Background: an optimization exercise with open tools, aiming at small area. Do not read the settings as production practice.
RTL that was checked went through simulation tests only; none was proved equivalent to the original.
Power is estimated from default activity; no workload was simulated.

==> flow/design.v (excerpt) <==
module ddr_stat_top (
   input  logic                        clk,
   input  logic                        pipe_rst_n,
   input  logic                        sh_ddr_stat_wr,
   input  logic                        sh_ddr_stat_rd,
   input  logic [8-1:0]     sh_ddr_stat_addr,
   input  logic [32-1:0]     sh_ddr_stat_wdata,
   input  stat_reg_pkg::ready_bits_t   sh_cl_ddr_is_ready,
   output logic                        ddr_sh_stat_ack,
   output logic [32-1:0]     ddr_sh_stat_rdata,
   output stat_reg_pkg::int_bits_t     ddr_sh_stat_int
);
   localparam int STAGES = 2 * 8 + 3;    
   localparam int LAST   = STAGES - 1;                   
   localparam int APPLY  = STAGES - 2;                   
   localparam int READY  = 8 + 1;        
   localparam logic [2:0] KIND_NONE = 3'b000;
   localparam logic [2:0] KIND_ACK0 = 3'b001;    
   localparam logic [2:0] KIND_ID   = 3'b010;
   localparam logic [2:0] KIND_BAD  = 3'b011;
  ...
clock: 4.0 ns
lec_check: 0
cap_margin: 20
core_margin: 2
core_utilization: 70
place_density: 0.82
slew_margin: 20
standard.sh (not shown) runs the stock make flow with config.mk's settings and CLKGATE_MAP_FILE= SYNTH_SCRIPT=/design/flow/synth_recipe.tcl, a recipe that flattens the netlist after the stock synthesis.
==> flow/flow/run.sh <==
#!/bin/bash
# The standard layout (standard.sh, the standard flow's own ORFS run) with two changes to
# how it is built: the port buffers are the smallest buffer instead of the
# one buffer_ports picks, and clock tree synthesis uses its own buffer list and
# clustering and inserts no dummy loads. Every tool's output is in flow.log and
# in ORFS's own logs under orfs/logs.
set -euo pipefail
bash standard.sh \
  BUFFER_PORTS_ARGS="-buffer_cell sky130_fd_sc_hd__buf_1" \
  CTS_ARGS="-sink_clustering_enable -repair_clock_nets -dont_use_dummy_load -buf_list sky130_fd_sc_hd__clkbuf_4 -sink_clustering_size 12 -sink_clustering_max_diameter 40" \
  finish > flow.log 2>&1
The baseline went through all stages and came out clean.
Rerun with:
--- a/flow/design.v
+++ b/flow/design.v
@@ -49,27 +49,27 @@
    localparam logic [2:0] KIND_NONE = 3'b000;
    localparam logic [2:0] KIND_ACK0 = 3'b001;    
    localparam logic [2:0] KIND_ID   = 3'b010;
    localparam logic [2:0] KIND_BAD  = 3'b011;
    localparam logic [2:0] KIND_RDY  = 3'b100;
    localparam logic [2:0] KIND_SCR  = 3'b101;
    localparam logic [2:0] KIND_CNT  = 3'b110;
    localparam logic [2:0] KIND_INT  = 3'b111;
    logic                    big_q   [APPLY];
    logic                    which_q [APPLY];
    logic [32-1:0] data_q  [LAST];
    logic                    ack_q;
-   logic                    sel_id_q, sel_bad_q, sel_rdy_q;
+   logic                    sel_id_q, sel_bad_q;
    logic                    sel_scr_q, sel_cnt_q, sel_int_q;
-   logic [2:0]              rdy_q;
+   logic [2:0]              rdy_q;               
    logic [32-1:0] scratch_q;
    logic                    scratch_set_q;       
    logic [32-1:0] wr_count_q;
    stat_reg_pkg::int_bits_t int_status_q;
    logic                    is_id, is_scr, is_rdy, is_cnt, is_ist, is_iset;
    logic                    big_in;
    logic [2:0]              kind_in;
    logic [32-1:0] data_in;
    assign is_id   = sh_ddr_stat_addr == stat_reg_pkg::REG_ID;
    assign is_scr  = sh_ddr_stat_addr == stat_reg_pkg::REG_SCRATCH;
    assign is_rdy  = sh_ddr_stat_addr == stat_reg_pkg::REG_READY;
    assign is_cnt  = sh_ddr_stat_addr == stat_reg_pkg::REG_WR_COUNT;
@@ -120,29 +120,28 @@
       for (int i = 1; i < APPLY; i++)
       begin
          big_q[i]   <= big_q[i-1];
          which_q[i] <= which_q[i-1];
       end
       for (int i = 1; i < LAST; i++)
          data_q[i] <= data_q[i-1];
       if (!big_q[READY-1])
          data_q[READY][12:10] <= sh_cl_ddr_is_ready;
       ack_q     <= last_in != KIND_NONE;
       sel_id_q  <= last_in == KIND_ID;
       sel_bad_q <= last_in == KIND_BAD;
-      sel_rdy_q <= last_in == KIND_RDY;
-      sel_scr_q <= last_in == KIND_SCR;
+      sel_scr_q <= last_in == KIND_SCR && scratch_set_q;
       sel_cnt_q <= last_in == KIND_CNT;
       sel_int_q <= last_in == KIND_INT;
-      rdy_q     <= data_q[LAST-1][12:10];
+      rdy_q     <= last_in == KIND_RDY ? data_q[LAST-1][12:10] : '0;
    end
    logic                    ok_in;               
    logic                    nw_in;               
    logic                    a_scr_q;             
    logic                    a_cnt_q;             
    logic                    a_keep_q;            
    logic                    a_inc_q;             
    logic [32-1:0] data_a;
    assign ok_in = pipe_rst_n && rst_done_q;
    assign nw_in = !big_q[APPLY-1] && data_q[APPLY-1][31:29] == KIND_ACK0 &&
                   !data_q[APPLY-1][13];
    always_ff @(posedge clk)
@@ -151,25 +150,25 @@
       a_cnt_q  <= ok_in && big_q[APPLY-1] && which_q[APPLY-1];
       a_keep_q <= ok_in && !(big_q[APPLY-1] && which_q[APPLY-1]);
       a_inc_q  <= ok_in && (big_q[APPLY-1] ? !which_q[APPLY-1] : nw_in);
    end
    assign data_a = data_q[APPLY];
    logic a_nw, a_clr, a_set;
    assign a_nw  = a_inc_q && !a_scr_q;
    assign a_clr = a_nw && data_a[9];
    assign a_set = a_nw && data_a[8];
    logic [2:0] last_in;
    assign last_in = !pipe_rst_n || !(a_keep_q || a_cnt_q) ? KIND_NONE :
                     a_scr_q || a_cnt_q ? KIND_ACK0 : data_a[31:29];
-   localparam int SEG  = 16;
+   localparam int SEG  = 8;
    localparam int NSEG = 32 / SEG;
    logic                    cnt_inc;
    logic [NSEG-1:0]         seg_ones;            
    logic [32-1:0] cnt_carry;
    logic [32-1:0] wr_count_inc;
    assign cnt_inc = a_inc_q;
    for (genvar j = 0; j < NSEG; j++)
    begin : g_seg_ones
       assign seg_ones[j] = &wr_count_q[j*SEG +: SEG];
    end
    always_comb
    begin
@@ -203,24 +202,23 @@
          int_status_q <= '0;
       else
          int_status_q <= (int_status_q & ~({8{a_clr}} & data_a[7:0])) |
                          ({8{a_set}} & data_a[7:0]);
    end
    always_comb
    begin
       ddr_sh_stat_rdata = '0;
       if (sel_id_q)
          ddr_sh_stat_rdata = ddr_sh_stat_rdata | 32'h5d1a_0a01;
       if (sel_bad_q)
          ddr_sh_stat_rdata = ddr_sh_stat_rdata | 32'hdead_da7a;
-      if (sel_rdy_q)
-         ddr_sh_stat_rdata[3-1:0] = ddr_sh_stat_rdata[3-1:0] | rdy_q;
-      if (sel_scr_q && scratch_set_q)
+      ddr_sh_stat_rdata[3-1:0] = ddr_sh_stat_rdata[3-1:0] | rdy_q;
+      if (sel_scr_q)
          ddr_sh_stat_rdata = ddr_sh_stat_rdata | scratch_q;
       if (sel_cnt_q)
          ddr_sh_stat_rdata = ddr_sh_stat_rdata | wr_count_q;
       if (sel_int_q)
          ddr_sh_stat_rdata[8-1:0] = ddr_sh_stat_rdata[8-1:0] | int_status_q;
    end
    assign ddr_sh_stat_ack = ack_q;
    assign ddr_sh_stat_int = int_status_q;
 endmodule
The new run passed the timing, design-rule and antenna checks; via count rises slightly; wire length rises by a few percent; clock skew falls by 0.0067 ns; power falls slightly; critical path depth falls by 17; count of clock-buffer cells in the layout falls by 1; synthesized cell count rises slightly.
Function was not checked in any run of this note: the RTL went through the layout flow alone.

* * *

The RTL this note starts from:
==> flow/design.v <==
`timescale 1ns/100ps
package stat_bus_pkg;
   typedef struct packed {
      logic                    wr;
      logic                    rd;
      logic [8-1:0] addr;
      logic [32-1:0] wdata;
   } stat_req_t;
   typedef struct packed {
      logic                    ack;
      logic [8-1:0]  intr;
      logic [32-1:0] rdata;
   } stat_ack_t;
   localparam int STAT_REQ_W = 2 + 8 + 32;
   localparam int STAT_ACK_W = 1 + 8 + 32;
endpackage
`timescale 1ns/100ps
package stat_reg_pkg;
   typedef logic [8-1:0] reg_addr_t;
   localparam reg_addr_t REG_ID         = 'h00;
   localparam reg_addr_t REG_SCRATCH    = 'h04;
   localparam reg_addr_t REG_READY      = 'h08;
   localparam reg_addr_t REG_WR_COUNT   = 'h0C;
   localparam reg_addr_t REG_INT_STATUS = 'h10;
   localparam reg_addr_t REG_INT_SET    = 'h14;
   typedef logic [8-1:0]  int_bits_t;
   typedef logic [3-1:0] ready_bits_t;
endpackage
`timescale 1ns/100ps
`timescale 1ns/100ps
`timescale 1ns/100ps
`timescale 1ns/100ps
module ddr_stat_top (
   input  logic                        clk,
   input  logic                        pipe_rst_n,
   input  logic                        sh_ddr_stat_wr,
   input  logic                        sh_ddr_stat_rd,
   input  logic [8-1:0]     sh_ddr_stat_addr,
   input  logic [32-1:0]     sh_ddr_stat_wdata,
   input  stat_reg_pkg::ready_bits_t   sh_cl_ddr_is_ready,
   output logic                        ddr_sh_stat_ack,
   output logic [32-1:0]     ddr_sh_stat_rdata,
   output stat_reg_pkg::int_bits_t     ddr_sh_stat_int
);
   localparam int STAGES = 2 * 8 + 3;    
   localparam int LAST   = STAGES - 1;                   
   localparam int APPLY  = STAGES - 2;                   
   localparam int READY  = 8 + 1;        
   localparam logic [2:0] KIND_NONE = 3'b000;
   localparam logic [2:0] KIND_ACK0 = 3'b001;    
   localparam logic [2:0] KIND_ID   = 3'b010;
   localparam logic [2:0] KIND_BAD  = 3'b011;
   localparam logic [2:0] KIND_RDY  = 3'b100;
   localparam logic [2:0] KIND_SCR  = 3'b101;
   localparam logic [2:0] KIND_CNT  = 3'b110;
   localparam logic [2:0] KIND_INT  = 3'b111;
   logic                    big_q   [LAST];
   logic                    which_q [LAST];
   logic [32-1:0] data_q  [LAST];
   logic [2:0]              code_q;              
   logic [2:0]              rdy_q;               
   logic [32-1:0] scratch_q;
   logic                    scratch_set_q;       
   logic [32-1:0] wr_count_q;
   stat_reg_pkg::int_bits_t int_status_q;
   logic                    is_id, is_scr, is_rdy, is_cnt, is_ist, is_iset;
   logic                    big_in;
   logic [2:0]              kind_in;
   logic [32-1:0] data_in;
   assign is_id   = sh_ddr_stat_addr == stat_reg_pkg::REG_ID;
   assign is_scr  = sh_ddr_stat_addr == stat_reg_pkg::REG_SCRATCH;
   assign is_rdy  = sh_ddr_stat_addr == stat_reg_pkg::REG_READY;
   assign is_cnt  = sh_ddr_stat_addr == stat_reg_pkg::REG_WR_COUNT;
   assign is_ist  = sh_ddr_stat_addr == stat_reg_pkg::REG_INT_STATUS;
   assign is_iset = sh_ddr_stat_addr == stat_reg_pkg::REG_INT_SET;
   always_comb
   begin
      big_in  = sh_ddr_stat_wr && (is_scr || is_cnt);
      kind_in = !sh_ddr_stat_wr && !sh_ddr_stat_rd ? KIND_NONE :
                sh_ddr_stat_wr ? KIND_ACK0 :
                is_scr  ? KIND_SCR :
                is_cnt  ? KIND_CNT :
                is_ist  ? KIND_INT :
                is_id   ? KIND_ID  :
                is_rdy  ? KIND_RDY :
                is_iset ? KIND_ACK0 : KIND_BAD;
      data_in = sh_ddr_stat_wdata;
      if (!big_in)
      begin
         data_in[31:29] = kind_in;
         data_in[13]    = !sh_ddr_stat_wr;
         data_in[9:8]   = {is_ist, is_iset};
      end
   end
   logic [4:0] since_rst_q;
   logic       apply_ok;
   logic       last_ok;
   always_ff @(posedge clk)
   begin
      if (!pipe_rst_n)
         since_rst_q <= '0;
      else if (since_rst_q != 5'(LAST + 1))
         since_rst_q <= since_rst_q + 5'd1;
   end
   assign apply_ok = since_rst_q >= 5'(APPLY + 1);
   assign last_ok  = since_rst_q == 5'(LAST + 1);
   always_ff @(posedge clk)
   begin
      big_q[0]   <= big_in;
      which_q[0] <= is_cnt;
      data_q[0]  <= data_in;
      for (int i = 1; i < LAST; i++)
      begin
         big_q[i]   <= big_q[i-1];
         which_q[i] <= which_q[i-1];
         data_q[i]  <= data_q[i-1];
      end
      if (!big_q[READY-1])
         data_q[READY][12:10] <= sh_cl_ddr_is_ready;
      code_q <= big_q[LAST-1] ? KIND_ACK0 : data_q[LAST-1][31:29];
      rdy_q  <= data_q[LAST-1][12:10];
   end
   logic                    big_a, which_a;
   logic [32-1:0] data_a;
   logic                    w_scr, w_cnt, w_int;
   assign big_a   = big_q[APPLY];
   assign which_a = which_q[APPLY];
   assign data_a  = data_q[APPLY];
   assign w_scr   = apply_ok && big_a && !which_a;
   assign w_cnt   = apply_ok && big_a && which_a;
   assign w_int   = apply_ok && !big_a && data_a[31:29] == KIND_ACK0 && !data_a[13];
   localparam int SEG  = 8;
   localparam int NSEG = 32 / SEG;
   logic                    cnt_inc;
   logic [NSEG-1:0]         seg_ones;            
   logic [32-1:0] cnt_carry;
   logic [32-1:0] wr_count_inc;
   assign cnt_inc = w_scr || w_int;
   for (genvar j = 0; j < NSEG; j++)
   begin : g_seg_ones
      assign seg_ones[j] = &wr_count_q[j*SEG +: SEG];
   end
   always_comb
   begin
      for (int i = 0; i < 32; i++)
      begin
         if (i % SEG == 0)
         begin
            cnt_carry[i] = cnt_inc;
            for (int j = 0; j < i / SEG; j++)
               cnt_carry[i] = cnt_carry[i] && seg_ones[j];
         end
         else
            cnt_carry[i] = cnt_carry[i-1] && wr_count_q[i-1];
         wr_count_inc[i] = wr_count_q[i] ^ cnt_carry[i];
      end
   end
   always_ff @(posedge clk)
   begin
      if (w_scr)
         scratch_q <= data_a;
   end
   always_ff @(posedge clk)
   begin
      if (!pipe_rst_n)
      begin
         scratch_set_q <= 1'b0;
         wr_count_q    <= '0;
         int_status_q  <= '0;
      end
      else
      begin
         if (w_scr)
            scratch_set_q <= 1'b1;
         if (w_cnt)
            wr_count_q <= data_a;
         else
            wr_count_q <= wr_count_inc;
         if (w_int)
            int_status_q <= (int_status_q & ~(data_a[9] ? data_a[7:0] : 8'h00)) |
                            (data_a[8] ? data_a[7:0] : 8'h00);
      end
   end
   logic [2:0] code_l;
   assign code_l = last_ok ? code_q : KIND_NONE;
   always_comb
   begin
      case (code_l)
         KIND_ID:  ddr_sh_stat_rdata = 32'h5d1a_0a01;
         KIND_BAD: ddr_sh_stat_rdata = 32'hdead_da7a;
         KIND_RDY: ddr_sh_stat_rdata = {{(32-3){1'b0}}, rdy_q};
         KIND_SCR: ddr_sh_stat_rdata = scratch_set_q ? scratch_q : '0;
         KIND_CNT: ddr_sh_stat_rdata = wr_count_q;
         KIND_INT: ddr_sh_stat_rdata = {{(32-8){1'b0}}, int_status_q};
         default:  ddr_sh_stat_rdata = '0;
      endcase
   end
   assign ddr_sh_stat_ack = code_l != KIND_NONE;
   assign ddr_sh_stat_int = int_status_q;
endmodule
==> flow/config.mk <==
export PLATFORM = sky130hd
export DESIGN_NAME = ddr_stat_top
export DESIGN_NICKNAME = ddr_stat_top
export VERILOG_FILES = /design/flow/design.v
export SDC_FILE = /design/flow/constraint.sdc
export NUM_CORES = 4
export LEC_CHECK = 0
export CAP_MARGIN = 20
export CORE_MARGIN = 2
export CORE_UTILIZATION = 65
export PLACE_DENSITY = 0.8
export SLEW_MARGIN = 20
==> flow/constraint.sdc <==
create_clock -name core_clock -period 4.0 [get_ports {clk}]
set_input_delay 0.8000 -clock core_clock [delete_from_list [all_inputs] [get_ports {clk}]]
set_output_delay 0.8000 -clock core_clock [all_outputs]
set_load 0.01 [all_outputs]
==> flow/flow/run.sh <==
#!/bin/bash
# The standard layout (standard.sh, the standard flow's own ORFS run) with two changes to
# how it is built: the port buffers are the smallest buffer instead of the
# one buffer_ports picks, and clock tree synthesis uses its own buffer list and
# clustering and inserts no dummy loads. Every tool's output is in flow.log and
# in ORFS's own logs under orfs/logs.
set -euo pipefail
bash standard.sh \
  BUFFER_PORTS_ARGS="-buffer_cell sky130_fd_sc_hd__buf_1" \
  CTS_ARGS="-sink_clustering_enable -repair_clock_nets -dont_use_dummy_load -buf_list sky130_fd_sc_hd__clkbuf_4 -sink_clustering_size 10 -sink_clustering_max_diameter 40" \
  finish > flow.log 2>&1
Next try:
--- a/flow/design.v
+++ b/flow/design.v
@@ -160,28 +160,32 @@
       if (w_scr)
          scratch_q <= data_a;
    end
    always_ff @(posedge clk)
    begin
-      if (!pipe_rst_n)
+      if (!apply_ok)
       begin
          scratch_set_q <= 1'b0;
          wr_count_q    <= '0;
-         int_status_q  <= '0;
       end
       else
       begin
          if (w_scr)
             scratch_set_q <= 1'b1;
          if (w_cnt)
             wr_count_q <= data_a;
          else
             wr_count_q <= wr_count_inc;
-         if (w_int)
-            int_status_q <= (int_status_q & ~(data_a[9] ? data_a[7:0] : 8'h00)) |
-                            (data_a[8] ? data_a[7:0] : 8'h00);
-      end
+      end
+   end
+   always_ff @(posedge clk)
+   begin
+      if (!pipe_rst_n)
+         int_status_q <= '0;
+      else if (w_int)
+         int_status_q <= (int_status_q & ~(data_a[9] ? data_a[7:0] : 8'h00)) |
+                         (data_a[8] ? data_a[7:0] : 8'h00);
    end
    logic [2:0] code_l;
    assign code_l = last_ok ? code_q : KIND_NONE;
    always_comb
    begin
Synthesized area fell by about 1.6%.
Power stays flat.
Hold slack is worse by 30 ps.
Critical path depth increases by 2.
Sequential cell count does not change.
Clock skew rose by 6.5 ps.
Global-route usage decreases by 0.31 points.
Count of clock-buffer cells in the layout came out higher by 1.
Die area shrinks by 1.6%.
Routed wire length drops by 4.7%.
Fmax is about the same.
Design area falls by about 1.4%.
Sequential share of layout area goes up by 1.1 points.

-- static timing again, ports no longer ideal --
The flow's constraints put no driver on any port. The routed layouts listed below were extracted and timed again, unchanged, in two steps. Step 1 sets driving cells, clkbuf_16 on the clock port and buf_2 on the other inputs (assumed; they add their load-dependent delay and slew). Step 2 adds t to the input delays and takes it off the output delays; t is the mean of the earliest and latest rising clock arrival at the registers after step 1. Input paths then give back, and output paths get back, about the clock's delay inside the block. Three values: ideal, step 1, step 2; two values: the first two.
run	t (ns)	slack for setup (ns)	worst hold slack (ns)	worst setup path after step 2	slew at the worst register clock pin (ns)
the first run of note 1	0.671	0.200 / 0.200 / 0.200	0.219 / 0.205 / 0.291	register to register	0.12 / 0.12
the second run of note 1	0.668	1.240 / 1.198 / 1.265	0.222 / 0.200 / 0.297	register to register	0.12 / 0.12
the first run of note 2	0.677	0.296 / 0.256 / 0.906	0.221 / 0.203 / 0.284	register to register	0.10 / 0.10
the second run of note 2	0.690	0.292 / 0.253 / 0.841	0.191 / 0.177 / 0.262	register to register	0.11 / 0.11
After both steps setup and hold are still met in every run listed.
